Background: an optimization exercise with open tools, aiming at small area. Do not read the settings as production practice.
The RTL was checked by simulation tests, not by an equivalence proof against the original design.
Power figures rest on the tool's default switching activity, not on a simulated workload.

## willow
Design gpu_top, start of the top module:
module gpu_top (
  input  logic                         Clk,
  input  logic                         rst_n,
  input  logic [13-1:0]   s_axi_awaddr,
  input  logic [2:0]                   s_axi_awprot,
  input  logic                         s_axi_awvalid,
  output logic                         s_axi_awready,
  input  logic [32-1:0]   s_axi_wdata,
  input  logic [32/8-1:0] s_axi_wstrb,
  input  logic                         s_axi_wvalid,
  output logic                         s_axi_wready,
  output logic [1:0]                   s_axi_bresp,
  output logic                         s_axi_bvalid,
  input  logic                         s_axi_bready,
  input  logic [13-1:0]   s_axi_araddr,
  input  logic [2:0]                   s_axi_arprot,
  input  logic                         s_axi_arvalid,
  output logic                         s_axi_arready,
  output logic [32-1:0]   s_axi_rdata,
  output logic [1:0]                   s_axi_rresp,
  output logic                         s_axi_rvalid,
  input  logic                         s_axi_rready,
  output logic [3:0]                   red,
  output logic [3:0]                   green,
  output logic [3:0]                   blue,
  output logic                         hsync,
  output logic                         vsync,
  output logic                         vde
);
Size in the first run: roughly 130 I/O pins, roughly 0.070 mm^2 of cells after synthesis.
Settings: LEC_CHECK=0, ABC_AREA=1, CAP_MARGIN=20, CORE_MARGIN=2, CORE_UTILIZATION=75, SLEW_MARGIN=20; clock period 10.0 ns.
standard.sh (not shown) runs the stock make flow with config.mk's settings and CLKGATE_MAP_FILE= SYNTH_SCRIPT=/design/flow/synth_recipe.tcl, a recipe that flattens the netlist after the stock synthesis.
==> flow/flow/run.sh <==
#!/bin/bash
# The standard layout (standard.sh), with two changes: the port buffers are
# the smallest buffer cell, and clock tree synthesis adds no dummy loads.
set -euo pipefail
export BUFFER_PORTS_ARGS="-buffer_cell sky130_fd_sc_hd__buf_1"
export CTS_ARGS="-sink_clustering_enable -repair_clock_nets -dont_use_dummy_load -sink_clustering_size 20 -sink_clustering_max_diameter 45 -buf_list sky130_fd_sc_hd__clkbuf_8"
bash standard.sh finish > standard_flow.log 2>&1
willow reached the final stage; the timing, DRC and antenna checks on its layout passed.
Setup changes, willow to juniper
- ABC_AREA: 1 -> 0
==> flow/flow/run.sh <==
#!/bin/bash
# The standard layout (standard.sh), with two changes: the port buffers are
# the smallest buffer cell, and clock tree synthesis adds no dummy loads.
set -euo pipefail
export BUFFER_PORTS_ARGS="-buffer_cell sky130_fd_sc_hd__buf_1"
export CTS_ARGS="-sink_clustering_enable -repair_clock_nets -dont_use_dummy_load -sink_clustering_size 21 -sink_clustering_max_diameter 45 -buf_list sky130_fd_sc_hd__clkbuf_8"
bash standard.sh finish > standard_flow.log 2>&1
==> comparison <==
- On buffer share of cell area, willow and juniper are basically level.
- Diff willow and juniper: register share of total power lower in willow
- juniper ended up with a lower cell area than willow did.
- Of willow and juniper, the run reporting the lower via count of the first global-routing pass was juniper.
- Lower cell count was reported by juniper, not willow.
- The post-route core utilization number comes out higher for juniper vs willow.
> inputs changed (juniper -> nickel)
==> flow/flow/run.sh <==
#!/bin/bash
# The standard layout (standard.sh), with two changes: the port buffers are
# the smallest buffer cell, and clock tree synthesis adds no dummy loads.
set -euo pipefail
export BUFFER_PORTS_ARGS="-buffer_cell sky130_fd_sc_hd__buf_1"
export CTS_ARGS="-sink_clustering_enable -repair_clock_nets -dont_use_dummy_load -sink_clustering_size 20 -sink_clustering_max_diameter 45 -buf_list sky130_fd_sc_hd__clkbuf_8"
bash standard.sh finish > standard_flow.log 2>&1
Findings:
- Looking at juniper and nickel, the sequential share of cell area is a wash.
- Compared with juniper, in nickel final cell area excluding filler cells did not really move, total power went up about 0.37%.
- nickel against juniper; average routed wire per standard cell is down slightly.
### nickel -> indigo
- swapping 75 for 80 in CORE_UTILIZATION
## What came out
indigo did not run to completion, as it errored out during detailed placement. Synthesized area came out exactly the same in indigo and nickel. indigo against nickel: height of the die shows a reduction of 3.1%; width of the die shows a reduction of 3.1%; post-synthesis cell count shows no meaningful change; sequential share of the synthesized area shows no meaningful change. indigo against nickel: post-synthesis sequential element count essentially unchanged; routability congestion estimate from global placement decreased 2.6%; synthesized-area fraction occupied by adder cells essentially unchanged; total half-perimeter wirelength after legalization and detailed placement increased about 18%; placement row count decreased 3.

The RTL this note starts from:
==> flow/design.v <==
package gpu_pkg;
  localparam logic [1:0] RESP_OKAY   = 2'b00;
  localparam logic [1:0] RESP_SLVERR = 2'b10;
endpackage
`timescale 1ns/1ns
module gpu_top (
  input  logic                         Clk,
  input  logic                         rst_n,
  input  logic [13-1:0]   s_axi_awaddr,
  input  logic [2:0]                   s_axi_awprot,
  input  logic                         s_axi_awvalid,
  output logic                         s_axi_awready,
  input  logic [32-1:0]   s_axi_wdata,
  input  logic [32/8-1:0] s_axi_wstrb,
  input  logic                         s_axi_wvalid,
  output logic                         s_axi_wready,
  output logic [1:0]                   s_axi_bresp,
  output logic                         s_axi_bvalid,
  input  logic                         s_axi_bready,
  input  logic [13-1:0]   s_axi_araddr,
  input  logic [2:0]                   s_axi_arprot,
  input  logic                         s_axi_arvalid,
  output logic                         s_axi_arready,
  output logic [32-1:0]   s_axi_rdata,
  output logic [1:0]                   s_axi_rresp,
  output logic                         s_axi_rvalid,
  input  logic                         s_axi_rready,
  output logic [3:0]                   red,
  output logic [3:0]                   green,
  output logic [3:0]                   blue,
  output logic                         hsync,
  output logic                         vsync,
  output logic                         vde
);
  function automatic logic [3:0] tile_slot(input logic [3:0] c);
    tile_slot = {~c[0] ^ (c[3:1] == 3'd0), c[3:1]};
  endfunction
  logic [7:0]  h;             
  logic [7:0]  v;             
  logic [15:0] frame_count;
  logic [1:0]  fc_we;
  logic        line_end;
  assign line_end = (h == 8'd143);
  always_ff @(posedge Clk) begin
    if (!rst_n) begin
      h <= '0;
      v <= '0;
      frame_count <= '0;
    end else begin
      h <= line_end ? 8'd0 : h + 8'd1;
      if (line_end) v <= (v == 8'd133) ? 8'd0 : v + 8'd1;
      if (line_end && v == 8'd133) frame_count <= frame_count + 16'd1;
      if (fc_we[0]) frame_count[7:0]  <= s_axi_wdata[7:0];
      if (fc_we[1]) frame_count[15:8] <= s_axi_wdata[15:8];
    end
  end
  assign vde   = (h >= 8'd2) && (h <= 8'd129) && !v[7];
  assign hsync = !((h >= 8'd134) && (h <= 8'd141));
  assign vsync = (h >= 8'd2) ? !((v == 8'd130) || (v == 8'd131))
                             : !((v == 8'd131) || (v == 8'd132));
  logic [15:0]  ring_we;
  logic [11:0]  row_out;
  logic [3:0]   row_sel;
  logic [191:0] heads;
  for (genvar r = 0; r < 16; r++) begin : g_row
    for (genvar k = 0; k < 12; k++) begin : g_bit
      logic [15:0] q;
      always_ff @(posedge Clk) begin
        q <= {ring_we[r] ? s_axi_wdata[k] : q[0], q[15:1]};
      end
      assign heads[12*r + k] = q[0];
    end
  end
  assign row_out = heads[12*row_sel +: 12];
  logic [7:0]  hw;
  logic [4:0]  win;
  logic        disp_load;
  logic [11:0] pre;
  logic [11:0] cur;
  assign hw        = (h >= 8'd137) ? h - 8'd137 : h + 8'd7;
  assign win       = hw[7:3];
  assign disp_load = !win[4] && (tile_slot(win[3:0]) == h[3:0]);
  always_ff @(posedge Clk) begin
    if (disp_load) pre <= enable ? row_out : bg_color;
  end
  always_ff @(posedge Clk) begin
    if (!rst_n) begin
      cur <= '0;
    end else if (h[2:0] == 3'd1) begin
      cur <= (!h[7] && !v[7]) ? pre : 12'd0;
    end
  end
  assign {red, green, blue} = cur;
  logic        enable;
  logic [11:0] bg_color;
  logic        aw_ctrl, aw_bg, aw_status, aw_tile;
  logic        ar_ctrl, ar_bg, ar_status, ar_tile;
  logic        wr_pend, wr_match, wr_armed, wr_fire;
  logic        rd_ok, rd_fire;
  assign aw_ctrl   = (s_axi_awaddr == 13'h000);
  assign aw_bg     = (s_axi_awaddr == 13'h004);
  assign aw_status = (s_axi_awaddr == 13'h008);
  assign aw_tile   = (s_axi_awaddr[12:10] == 3'b100);
  assign ar_ctrl   = (s_axi_araddr == 13'h000);
  assign ar_bg     = (s_axi_araddr == 13'h004);
  assign ar_status = (s_axi_araddr == 13'h008);
  assign ar_tile   = (s_axi_araddr[12:10] == 3'b100);
  assign wr_pend  = s_axi_awvalid && s_axi_wvalid && !s_axi_bvalid;
  assign wr_match = wr_pend && (tile_slot(s_axi_awaddr[5:2]) == h[3:0]);
  assign wr_fire  = wr_match && wr_armed;
  assign s_axi_awready = wr_fire;
  assign s_axi_wready  = wr_fire;
  for (genvar r = 0; r < 16; r++) begin : g_we
    assign ring_we[r] = wr_match && aw_tile && (s_axi_wstrb[1:0] == 2'b11) &&
                        (s_axi_awaddr[9:6] == r);
  end
  assign fc_we = {2{wr_fire && aw_status}} & s_axi_wstrb[1:0];
  always_ff @(posedge Clk) begin
    if (!rst_n) begin
      wr_armed       <= 1'b0;
      s_axi_bvalid   <= 1'b0;
      enable         <= 1'b0;
      bg_color       <= '0;
    end else begin
      if (wr_match) wr_armed <= !wr_armed;
      if (wr_fire) s_axi_bvalid <= 1'b1;
      else if (s_axi_bready) s_axi_bvalid <= 1'b0;
      if (wr_match && aw_ctrl && s_axi_wstrb[0]) enable <= s_axi_wdata[0];
      if (wr_match && aw_bg && s_axi_wstrb[0]) bg_color[7:0]  <= s_axi_wdata[7:0];
      if (wr_match && aw_bg && s_axi_wstrb[1]) bg_color[11:8] <= s_axi_wdata[11:8];
    end
  end
  logic bresp_err;
  always_ff @(posedge Clk) begin
    if (wr_fire) bresp_err <= !(aw_ctrl || aw_bg || aw_status || aw_tile);
  end
  assign s_axi_bresp = {bresp_err, 1'b0};
  logic ar_wait;
  assign rd_ok   = !ar_tile || ((tile_slot(s_axi_araddr[5:2]) == h[3:0]) && !disp_load);
  assign s_axi_arready = ar_wait && rd_ok;
  assign rd_fire = s_axi_arready && s_axi_arvalid;
  assign row_sel = disp_load ? v[6:3] : s_axi_araddr[9:6];
  logic [16:0] rdata_q;
  logic        rresp_err;
  always_ff @(posedge Clk) begin
    if (!rst_n) ar_wait <= 1'b0;
    else        ar_wait <= s_axi_arvalid && !rd_fire;
  end
  always_ff @(posedge Clk) begin
    if (!rst_n) begin
      s_axi_rvalid <= 1'b0;
    end else if (rd_fire) begin
      s_axi_rvalid <= 1'b1;
    end else if (s_axi_rready) begin
      s_axi_rvalid <= 1'b0;
    end
  end
  always_ff @(posedge Clk) begin
    if (rd_fire) begin
      rresp_err <= !(ar_ctrl || ar_bg || ar_status || ar_tile);
      rdata_q   <= ar_tile   ? {5'd0, row_out} :
                   ar_ctrl   ? {16'd0, enable} :
                   ar_bg     ? {5'd0, bg_color} :
                   ar_status ? {v >= 8'd128, frame_count} : 17'd0;
    end
  end
  assign s_axi_rdata = {15'd0, rdata_q};
  assign s_axi_rresp = {rresp_err, 1'b0};
endmodule
Settings: LEC_CHECK=0, CAP_MARGIN=20, CORE_MARGIN=2, CORE_UTILIZATION=60, CTS_BUF_LIST=sky130_fd_sc_hd__clkbuf_8, CTS_CLUSTER_DIAMETER=60, CTS_CLUSTER_SIZE=20, SLEW_MARGIN=20; clock period 10.0 ns.
run.sh (not shown) runs the stock make flow with config.mk's settings and CLKGATE_MAP_FILE= SYNTH_SCRIPT=/design/flow/synth_recipe.tcl, a recipe that flattens the netlist after the stock synthesis.
Stock flow here: none of the scripts above is used.
Edit:
--- a/flow/config.mk
+++ b/flow/config.mk
@@ -10,5 +10,5 @@
 export CORE_UTILIZATION = 60
-export CTS_BUF_LIST = sky130_fd_sc_hd__clkbuf_8
+export CTS_BUF_LIST = sky130_fd_sc_hd__clkbuf_16
 export CTS_CLUSTER_DIAMETER = 60
-export CTS_CLUSTER_SIZE = 20
+export CTS_CLUSTER_SIZE = 28
 export SLEW_MARGIN = 20
=> Area after synthesis is unchanged. Design area climbs by 2.1%. Critical path depth stays the same. Global-route usage is about the same. First-iteration DRC count climbs by 1.5%. Worst hold slack degrades by 0.0034 ns. Power climbs by about 8%. Clock power climbs by 29%. Synthesized cell count does not change.

-- static timing again, ports no longer ideal --
Ports are ideal in the flow. The routed layouts listed here were re-timed in OpenROAD. Step 1, drivers: a clkbuf_16 drives Clk and a buf_2 each remaining input, both assumed. Step 2 times the ports against the registers' clock, not the clock port: input delays grow and output delays shrink by t, the midpoint of the rising clock arrivals with the driver on. Slacks: ideal / step 1 / step 2; pairs: ideal / step 1.
run	t (ns)	setup slack, ns	worst setup path at the end	latest minus earliest clock arrival (ns)	pins driven straight from the clock port
willow	0.897	4.450 / 4.379 / 4.379	input to output	0.089 / 0.088	1
juniper	0.895	4.180 / 4.031 / 4.031	input to output	0.095 / 0.094	1
nickel	0.896	4.217 / 4.073 / 4.073	input to output	0.084 / 0.084	1
the first run of note 2	0.976	3.128 / 3.057 / 3.485	input to output	0.041 / 0.041	1
the second run of note 2	0.828	3.295 / 3.220 / 3.494	input to output	0.032 / 0.032	1
After both steps every run listed still meets setup and hold. For juniper, which loses most, drivers alone change the setup slack by -0.149 ns; drivers and shift together by -0.149 ns.
